Source: an optimization exercise on an open RTL-to-GDS flow (aim: a short achievable clock period and few clock cycles). Production flows keep margins and buffers that such runs may drop.
The RTL was checked by simulation tests, not by an equivalence proof against the original design.

==> run a: inputs <==
Design rv_core, start of the top module:
module rv_core #(
  parameter logic [31:0] boot_addr = 32'h0000_1000,
  parameter logic [31:0] trap_addr = 32'h0000_0100,
  parameter int unsigned num_req   = 3,
  parameter int unsigned num_loads = 4
) (
  input  logic        clk_i,
  input  logic        rst_i,
  output logic [31:0] inst_addr_o,
  input  logic [31:0] inst_data_i,
  output logic        inst_valid_o,
  input  logic        inst_ready_i,
  output logic [31:0] data_qaddr_o,
  output logic        data_qwrite_o,
  output logic [31:0] data_qdata_o,
  output logic [3:0]  data_qstrb_o,
  output logic        data_qvalid_o,
  input  logic        data_qready_i,
  input  logic [31:0] data_pdata_i,
  input  logic        data_pvalid_i
);
  logic        fetch_en;
  logic        fetch_on;
  logic        redir;
  logic [31:0] redir_target;
  logic        s0_take;
  logic [31:0] s0n_rs1_oh, s0n_rs2_oh;
  logic [4:0]  s0n_rs1, s0n_rs2;
  logic [31:0] s0n_instr, s0n_pc;
  logic        s0n_pt, s0n_v;
  logic        s0_v;
  logic [31:0] s0_instr, s0_pc, s0_rs1, s0_rs2, s0_rd;
  logic        s0_pt, s0_u1, s0_u2, s0_wl, s0_ld, s0_mem, s0_st;
  logic [1:0]  s0_imlo;
  logic        s0_szh, s0_szw;
  ...
export LEC_CHECK = 0
export ABC_CLOCK_PERIOD_IN_PS = 3500
export CAP_MARGIN = 40
export CORE_MARGIN = 2
export CORE_UTILIZATION = 52
export SLEW_MARGIN = 40
export SYNTH_HIERARCHICAL = 1
create_clock -name core_clock -period 12.5 [get_ports {clk_i}]
standard.sh (not shown) runs the stock make flow with config.mk's settings and CLKGATE_MAP_FILE= SYNTH_SCRIPT=/design/flow/synth_recipe.tcl, a recipe that flattens the netlist after the stock synthesis.
==> flow/flow/run.sh <==
#!/bin/bash
# Standard layout, with timing repair aimed well below the design's period.
set -euo pipefail
bash standard.sh SETUP_SLACK_MARGIN=9.0 finish > flow_standard.log 2>&1
==> run b: changes against run a <==
--- a/flow/design.v
+++ b/flow/design.v
@@ -502,16 +502,16 @@
 );
   logic [31:0] regs_q [1:31];
   always_ff @(posedge clk_i) begin
     for (int i = 1; i < 32; i++) begin
       if (clr_i) begin
         regs_q[i] <= '0;
-      end else if (wsel1_i[i]) begin
-        regs_q[i] <= wdata1_i;
       end else if (wsel0_i[i]) begin
         regs_q[i] <= wdata0_i;
+      end else if (wsel1_i[i]) begin
+        regs_q[i] <= wdata1_i;
       end
     end
   end
   logic [32*32-1:0] regs_flat;
   assign regs_flat[31:0] = '0;
   for (genvar g = 1; g < 32; g++) begin : g_flat
@@ -569,24 +569,28 @@
   input  logic [4:0]  kill_tag_i,
   output logic        rsp_dead_o,
   output logic [num_req-1:0]   req_busy_o,
   output logic [num_loads-1:0] ld_busy_o,
   output logic        rsp_valid_o,
   output logic [4:0]  rsp_tag_o,
-  output logic [31:0] rsp_data_o,      
+  output logic        wb_live_o,
+  output logic [4:0]  wb_tag_o,
+  output logic [31:0] wb_data_o,
   output logic [31:0] rsp_fwd_o,       
   output logic [31:0] data_qaddr_o,
   output logic        data_qwrite_o,
   output logic [31:0] data_qdata_o,
   output logic [3:0]  data_qstrb_o,
   output logic        data_qvalid_o,
   input  logic        data_qready_i,
   input  logic [31:0] data_pdata_i,
   input  logic        data_pvalid_i
 );
   logic [2:0]  lid_pop_q;           
+  logic        wb_v_q;              
+  logic [2:0]  wb_lid_q;            
   logic [2:0]  lid_push_q;          
   logic [num_req-1:0] qv_q;
   logic        qw_q [num_req];
   logic [29:0] qa_q [num_req];
   logic [3:0]  qs_q [num_req];
   logic [31:0] qd_q [num_req];
@@ -610,14 +614,14 @@
   end
   logic        qp_e [num_req];
   logic [31:0] qd_e [num_req];
   for (genvar g = 0; g < num_req; g++) begin : g_fill
     logic        fill;
     logic [31:0] fdata;
-    rv_stfmt i_fmt (.x_i (rsp_data), .sz_i (qz_q[g]), .y_o (fdata));
-    assign fill    = data_pvalid_i && qp_q[g] && (qi_q[g] == lid_pop_q);
+    rv_stfmt i_fmt (.x_i (wb_data_o), .sz_i (qz_q[g]), .y_o (fdata));
+    assign fill    = wb_v_q && qp_q[g] && (qi_q[g] == wb_lid_q);
     assign qp_e[g] = qp_q[g] && !fill;
     if (g == 0) begin : g_h
       assign qd_e[g] = fill ? fdata : head_q[31:0];
     end else begin : g_t
       assign qd_e[g] = fill ? fdata : qd_q[g];
     end
@@ -759,13 +763,26 @@
   assign ctl_d   = {nh_sign,
                     nh_size == ls_byte, nh_size == ls_half,
                     nh_size != ls_byte && nh_size != ls_half,
                     nh_off == 2'd3, nh_off == 2'd2, nh_off == 2'd1, nh_off == 2'd0};
   rv_reg #(.W(8)) i_ctl (.clk_i (clk_i), .d_i (ctl_d), .q_o (ctl_q));
   rv_align #(.COPY(0)) i_al_q  (.p_i (data_pdata_i), .ctl_i (ctl_q), .y_o (rsp_data));
-  rv_align #(.COPY(1)) i_al_rf (.p_i (data_pdata_i), .ctl_i (ctl_q), .y_o (rsp_data_o));
+  always_ff @(posedge clk_i or posedge rst_i) begin
+    if (rst_i) begin
+      wb_v_q    <= 1'b0;
+      wb_live_o <= 1'b0;
+    end else begin
+      wb_v_q    <= data_pvalid_i;
+      wb_live_o <= data_pvalid_i && !ld_q[0];
+    end
+  end
+  always_ff @(posedge clk_i) begin
+    wb_lid_q  <= lid_pop_q;
+    wb_tag_o  <= lt_q[0];
+    wb_data_o <= rsp_data;
+  end
   rv_align #(.COPY(2)) i_al_fw (.p_i (data_pdata_i), .ctl_i (ctl_q), .y_o (rsp_fwd_o));
 endmodule
 module rv_align #(
   parameter int unsigned COPY = 0
 ) (
   input  logic [31:0] p_i,
@@ -1516,13 +1533,16 @@
   logic [31:0] er_tgt_q;
   logic [31:0] e_target;
   logic        e_skip;
   logic [4:0]  rsp_tag;
   logic        rsp_dead;
   logic        rsp_live;
-  logic [31:0] rsp_data;
+  logic        wb_live;
+  logic [4:0]  wb_tag;
+  logic [31:0] wb_data;
+  logic [31:0] wb_oh;
   logic [31:0] rsp_fwd;
   logic [31:0] rsp_oh;
   logic [num_req-1:0]   req_busy;
   logic [num_loads-1:0] ld_busy;
   logic [31:0] sb_q;
   logic [1:0]  kill_cnt_q;
@@ -1638,14 +1658,14 @@
     .clk_i     (clk_i),
     .clr_i     (!fetch_on),
     .rsel_a_i  (s0n_rs1_oh),
     .rsel_b_i  (s0n_rs2_oh),
     .wsel0_i   ((ev_q && e_write_q && !e_illegal_q) ? e_rd_oh_q : 32'd0),
     .wdata0_i  (e_result_rf),
-    .wsel1_i   (rsp_live ? rsp_oh : 32'd0),
-    .wdata1_i  (rsp_data),
+    .wsel1_i   (wb_live ? wb_oh : 32'd0),
+    .wdata1_i  (wb_data),
     .rdata_a_o (rd_a),
     .rdata_b_o (rd_b)
   );
   logic [31:0] rd_a, rd_b;
   logic        ew_n1, ew_n2, ew_c1, ew_c2, rw_n1, rw_n2, rw_c1, rw_c2;
   logic [31:0] cap_a, cap_b;
@@ -1657,14 +1677,24 @@
   assign ew_c2 = e_wr && (e_rd_q == dc_rs2);
   assign rw_n1 = rsp_live && (rsp_tag == s0n_rs1) && (s0n_rs1 != 5'd0);
   assign rw_n2 = rsp_live && (rsp_tag == s0n_rs2) && (s0n_rs2 != 5'd0);
   assign rw_c1 = rsp_live && (rsp_tag == dc_rs1) && (dc_rs1 != 5'd0);
   assign rw_c2 = rsp_live && (rsp_tag == dc_rs2) && (dc_rs2 != 5'd0);
   logic [31:0] na_r, nb_r, na, nb, ha_r, hb_r, ha, hb;
-  rv_mux2 #(.W(32)) i_na_r (.s_i (rw_n1), .a_i (rsp_fwd), .b_i (rd_a), .y_o (na_r));
-  rv_mux2 #(.W(32)) i_nb_r (.s_i (rw_n2), .a_i (rsp_fwd), .b_i (rd_b), .y_o (nb_r));
+  logic        wb_n1, wb_n2;
+  logic [31:0] rd_a2, rd_b2;
+  always_comb begin
+    wb_oh    = 32'd1 << wb_tag;
+    wb_oh[0] = 1'b0;
+  end
+  assign wb_n1 = wb_live && (wb_tag == s0n_rs1) && (s0n_rs1 != 5'd0);
+  assign wb_n2 = wb_live && (wb_tag == s0n_rs2) && (s0n_rs2 != 5'd0);
+  assign rd_a2 = wb_n1 ? wb_data : rd_a;
+  assign rd_b2 = wb_n2 ? wb_data : rd_b;
+  rv_mux2 #(.W(32)) i_na_r (.s_i (rw_n1), .a_i (rsp_fwd), .b_i (rd_a2), .y_o (na_r));
+  rv_mux2 #(.W(32)) i_nb_r (.s_i (rw_n2), .a_i (rsp_fwd), .b_i (rd_b2), .y_o (nb_r));
   rv_mux2 #(.W(32)) i_na_e (.s_i (ew_n1), .a_i (e_result_rf), .b_i (na_r), .y_o (na));
   rv_mux2 #(.W(32)) i_nb_e (.s_i (ew_n2), .a_i (e_result_rf), .b_i (nb_r), .y_o (nb));
   rv_mux2 #(.W(32)) i_ha_r (.s_i (rw_c1), .a_i (rsp_fwd), .b_i (rf_a), .y_o (ha_r));
   rv_mux2 #(.W(32)) i_hb_r (.s_i (rw_c2), .a_i (rsp_fwd), .b_i (rf_b), .y_o (hb_r));
   rv_mux2 #(.W(32)) i_ha_e (.s_i (ew_c1), .a_i (e_result_rf), .b_i (ha_r), .y_o (ha));
   rv_mux2 #(.W(32)) i_hb_e (.s_i (ew_c2), .a_i (e_result_rf), .b_i (hb_r), .y_o (hb));
@@ -1826,13 +1856,15 @@
     .kill_tag_i      (dc_rd),
     .rsp_dead_o      (rsp_dead),
     .req_busy_o      (req_busy),
     .ld_busy_o       (ld_busy),
     .rsp_valid_o     (),
     .rsp_tag_o       (rsp_tag),
-    .rsp_data_o      (rsp_data),
+    .wb_live_o       (wb_live),
+    .wb_tag_o        (wb_tag),
+    .wb_data_o       (wb_data),
     .rsp_fwd_o       (rsp_fwd),
     .data_qaddr_o    (data_qaddr_o),
     .data_qwrite_o   (data_qwrite_o),
     .data_qdata_o    (data_qdata_o),
     .data_qstrb_o    (data_qstrb_o),
     .data_qvalid_o   (data_qvalid_o),
- CORE_UTILIZATION: 52 -> 56
- CTS_CLUSTER_DIAMETER: unset -> 80
- CTS_CLUSTER_SIZE: unset -> 20
==> run c: changes against run a <==
- CORE_UTILIZATION: 52 -> 56
==> run d: changes against run a <==
--- a/flow/design.v
+++ b/flow/design.v
@@ -502,16 +502,16 @@
 );
   logic [31:0] regs_q [1:31];
   always_ff @(posedge clk_i) begin
     for (int i = 1; i < 32; i++) begin
       if (clr_i) begin
         regs_q[i] <= '0;
-      end else if (wsel1_i[i]) begin
-        regs_q[i] <= wdata1_i;
       end else if (wsel0_i[i]) begin
         regs_q[i] <= wdata0_i;
+      end else if (wsel1_i[i]) begin
+        regs_q[i] <= wdata1_i;
       end
     end
   end
   logic [32*32-1:0] regs_flat;
   assign regs_flat[31:0] = '0;
   for (genvar g = 1; g < 32; g++) begin : g_flat
@@ -569,24 +569,28 @@
   input  logic [4:0]  kill_tag_i,
   output logic        rsp_dead_o,
   output logic [num_req-1:0]   req_busy_o,
   output logic [num_loads-1:0] ld_busy_o,
   output logic        rsp_valid_o,
   output logic [4:0]  rsp_tag_o,
-  output logic [31:0] rsp_data_o,      
+  output logic        wb_live_o,
+  output logic [4:0]  wb_tag_o,
+  output logic [31:0] wb_data_o,
   output logic [31:0] rsp_fwd_o,       
   output logic [31:0] data_qaddr_o,
   output logic        data_qwrite_o,
   output logic [31:0] data_qdata_o,
   output logic [3:0]  data_qstrb_o,
   output logic        data_qvalid_o,
   input  logic        data_qready_i,
   input  logic [31:0] data_pdata_i,
   input  logic        data_pvalid_i
 );
   logic [2:0]  lid_pop_q;           
+  logic        wb_v_q;              
+  logic [2:0]  wb_lid_q;            
   logic [2:0]  lid_push_q;          
   logic [num_req-1:0] qv_q;
   logic        qw_q [num_req];
   logic [29:0] qa_q [num_req];
   logic [3:0]  qs_q [num_req];
   logic [31:0] qd_q [num_req];
@@ -610,14 +614,14 @@
   end
   logic        qp_e [num_req];
   logic [31:0] qd_e [num_req];
   for (genvar g = 0; g < num_req; g++) begin : g_fill
     logic        fill;
     logic [31:0] fdata;
-    rv_stfmt i_fmt (.x_i (rsp_data), .sz_i (qz_q[g]), .y_o (fdata));
-    assign fill    = data_pvalid_i && qp_q[g] && (qi_q[g] == lid_pop_q);
+    rv_stfmt i_fmt (.x_i (wb_data_o), .sz_i (qz_q[g]), .y_o (fdata));
+    assign fill    = wb_v_q && qp_q[g] && (qi_q[g] == wb_lid_q);
     assign qp_e[g] = qp_q[g] && !fill;
     if (g == 0) begin : g_h
       assign qd_e[g] = fill ? fdata : head_q[31:0];
     end else begin : g_t
       assign qd_e[g] = fill ? fdata : qd_q[g];
     end
@@ -759,13 +763,26 @@
   assign ctl_d   = {nh_sign,
                     nh_size == ls_byte, nh_size == ls_half,
                     nh_size != ls_byte && nh_size != ls_half,
                     nh_off == 2'd3, nh_off == 2'd2, nh_off == 2'd1, nh_off == 2'd0};
   rv_reg #(.W(8)) i_ctl (.clk_i (clk_i), .d_i (ctl_d), .q_o (ctl_q));
   rv_align #(.COPY(0)) i_al_q  (.p_i (data_pdata_i), .ctl_i (ctl_q), .y_o (rsp_data));
-  rv_align #(.COPY(1)) i_al_rf (.p_i (data_pdata_i), .ctl_i (ctl_q), .y_o (rsp_data_o));
+  always_ff @(posedge clk_i or posedge rst_i) begin
+    if (rst_i) begin
+      wb_v_q    <= 1'b0;
+      wb_live_o <= 1'b0;
+    end else begin
+      wb_v_q    <= data_pvalid_i;
+      wb_live_o <= data_pvalid_i && !ld_q[0];
+    end
+  end
+  always_ff @(posedge clk_i) begin
+    wb_lid_q  <= lid_pop_q;
+    wb_tag_o  <= lt_q[0];
+    wb_data_o <= rsp_data;
+  end
   rv_align #(.COPY(2)) i_al_fw (.p_i (data_pdata_i), .ctl_i (ctl_q), .y_o (rsp_fwd_o));
 endmodule
 module rv_align #(
   parameter int unsigned COPY = 0
 ) (
   input  logic [31:0] p_i,
@@ -1516,13 +1533,16 @@
   logic [31:0] er_tgt_q;
   logic [31:0] e_target;
   logic        e_skip;
   logic [4:0]  rsp_tag;
   logic        rsp_dead;
   logic        rsp_live;
-  logic [31:0] rsp_data;
+  logic        wb_live;
+  logic [4:0]  wb_tag;
+  logic [31:0] wb_data;
+  logic [31:0] wb_oh;
   logic [31:0] rsp_fwd;
   logic [31:0] rsp_oh;
   logic [num_req-1:0]   req_busy;
   logic [num_loads-1:0] ld_busy;
   logic [31:0] sb_q;
   logic [1:0]  kill_cnt_q;
@@ -1638,14 +1658,14 @@
     .clk_i     (clk_i),
     .clr_i     (!fetch_on),
     .rsel_a_i  (s0n_rs1_oh),
     .rsel_b_i  (s0n_rs2_oh),
     .wsel0_i   ((ev_q && e_write_q && !e_illegal_q) ? e_rd_oh_q : 32'd0),
     .wdata0_i  (e_result_rf),
-    .wsel1_i   (rsp_live ? rsp_oh : 32'd0),
-    .wdata1_i  (rsp_data),
+    .wsel1_i   (wb_live ? wb_oh : 32'd0),
+    .wdata1_i  (wb_data),
     .rdata_a_o (rd_a),
     .rdata_b_o (rd_b)
   );
   logic [31:0] rd_a, rd_b;
   logic        ew_n1, ew_n2, ew_c1, ew_c2, rw_n1, rw_n2, rw_c1, rw_c2;
   logic [31:0] cap_a, cap_b;
@@ -1657,14 +1677,24 @@
   assign ew_c2 = e_wr && (e_rd_q == dc_rs2);
   assign rw_n1 = rsp_live && (rsp_tag == s0n_rs1) && (s0n_rs1 != 5'd0);
   assign rw_n2 = rsp_live && (rsp_tag == s0n_rs2) && (s0n_rs2 != 5'd0);
   assign rw_c1 = rsp_live && (rsp_tag == dc_rs1) && (dc_rs1 != 5'd0);
   assign rw_c2 = rsp_live && (rsp_tag == dc_rs2) && (dc_rs2 != 5'd0);
   logic [31:0] na_r, nb_r, na, nb, ha_r, hb_r, ha, hb;
-  rv_mux2 #(.W(32)) i_na_r (.s_i (rw_n1), .a_i (rsp_fwd), .b_i (rd_a), .y_o (na_r));
-  rv_mux2 #(.W(32)) i_nb_r (.s_i (rw_n2), .a_i (rsp_fwd), .b_i (rd_b), .y_o (nb_r));
+  logic        wb_n1, wb_n2;
+  logic [31:0] rd_a2, rd_b2;
+  always_comb begin
+    wb_oh    = 32'd1 << wb_tag;
+    wb_oh[0] = 1'b0;
+  end
+  assign wb_n1 = wb_live && (wb_tag == s0n_rs1) && (s0n_rs1 != 5'd0);
+  assign wb_n2 = wb_live && (wb_tag == s0n_rs2) && (s0n_rs2 != 5'd0);
+  assign rd_a2 = wb_n1 ? wb_data : rd_a;
+  assign rd_b2 = wb_n2 ? wb_data : rd_b;
+  rv_mux2 #(.W(32)) i_na_r (.s_i (rw_n1), .a_i (rsp_fwd), .b_i (rd_a2), .y_o (na_r));
+  rv_mux2 #(.W(32)) i_nb_r (.s_i (rw_n2), .a_i (rsp_fwd), .b_i (rd_b2), .y_o (nb_r));
   rv_mux2 #(.W(32)) i_na_e (.s_i (ew_n1), .a_i (e_result_rf), .b_i (na_r), .y_o (na));
   rv_mux2 #(.W(32)) i_nb_e (.s_i (ew_n2), .a_i (e_result_rf), .b_i (nb_r), .y_o (nb));
   rv_mux2 #(.W(32)) i_ha_r (.s_i (rw_c1), .a_i (rsp_fwd), .b_i (rf_a), .y_o (ha_r));
   rv_mux2 #(.W(32)) i_hb_r (.s_i (rw_c2), .a_i (rsp_fwd), .b_i (rf_b), .y_o (hb_r));
   rv_mux2 #(.W(32)) i_ha_e (.s_i (ew_c1), .a_i (e_result_rf), .b_i (ha_r), .y_o (ha));
   rv_mux2 #(.W(32)) i_hb_e (.s_i (ew_c2), .a_i (e_result_rf), .b_i (hb_r), .y_o (hb));
@@ -1826,13 +1856,15 @@
     .kill_tag_i      (dc_rd),
     .rsp_dead_o      (rsp_dead),
     .req_busy_o      (req_busy),
     .ld_busy_o       (ld_busy),
     .rsp_valid_o     (),
     .rsp_tag_o       (rsp_tag),
-    .rsp_data_o      (rsp_data),
+    .wb_live_o       (wb_live),
+    .wb_tag_o        (wb_tag),
+    .wb_data_o       (wb_data),
     .rsp_fwd_o       (rsp_fwd),
     .data_qaddr_o    (data_qaddr_o),
     .data_qwrite_o   (data_qwrite_o),
     .data_qdata_o    (data_qdata_o),
     .data_qstrb_o    (data_qstrb_o),
     .data_qvalid_o   (data_qvalid_o),
==> flow/flow/run.sh (replaced) <==
#!/bin/bash
# Standard layout, with timing repair aimed well below the design's period.
set -euo pipefail
bash standard.sh SETUP_SLACK_MARGIN=9.3 finish > flow_standard.log 2>&1
- CORE_UTILIZATION: 52 -> 56
==> comparison <==
- Utilization, lowest first: run b, run a, run d, run c.
- Between run d and run c, the lower worst setup slack is in run c (gap 140 ps).
- Final cell count, highest first: run a, run d, run c, run b.
- The highest clock skew belongs to run d, the lowest to run c.
- Design area: run b < run d < run a < run c.
- Between run b and run d, the lower routed wire length is in run b (gap about 4.6%, measured against run d).
- Fmax: run d > run b > run a > run c.
- The lowest first-iteration DRC count belongs to run b, the highest to run c.
- Of run d and run c, run d has the higher synthesized area (gap 0.72%, measured against run c).
- Against run d, the die area of run c is smaller by 0.71%.
Testbench counts of run a, summed over its fixed seeds: cycles 63,391.
Testbench counts of run b, summed over its fixed seeds: cycles 63,503.
Testbench counts of run c, summed over its fixed seeds: cycles 63,391.
Testbench counts of run d, summed over its fixed seeds: cycles 63,503.

-- what the ideal ports hide --
In the flow no input, the clock included, has a driving cell. The finished layouts below were timed again as built, in two steps. Step 1, drivers: a clkbuf_16 drives clk_i and a buf_2 each remaining input, both assumed. Step 2 adds t to the input delays and takes it off the output delays; t is the mean of the earliest and latest rising clock arrival at the registers after step 1. Input paths then give back, and output paths get back, about the clock's delay inside the block. Slacks: ideal ports / drivers / drivers and shift; pairs: ideal ports / drivers.
| run | t (ns) | setup WS [ns] | pins driven straight from the clock port |
|---|---|---|---|
| run a | 1.099 | 8.460 / 8.375 / 7.460 | 1 |
| run b | 1.032 | 8.464 / 8.393 / 7.545 | 1 |
| run c | 1.067 | 8.363 / 8.363 / 7.449 | 1 |
| run d | 1.059 | 8.501 / 8.410 / 7.563 | 1 |
After both steps setup and hold are still met in every run listed. The setup slack of run a, which loses most, moves by -0.085 ns with the drivers and by -1.000 ns with both steps.
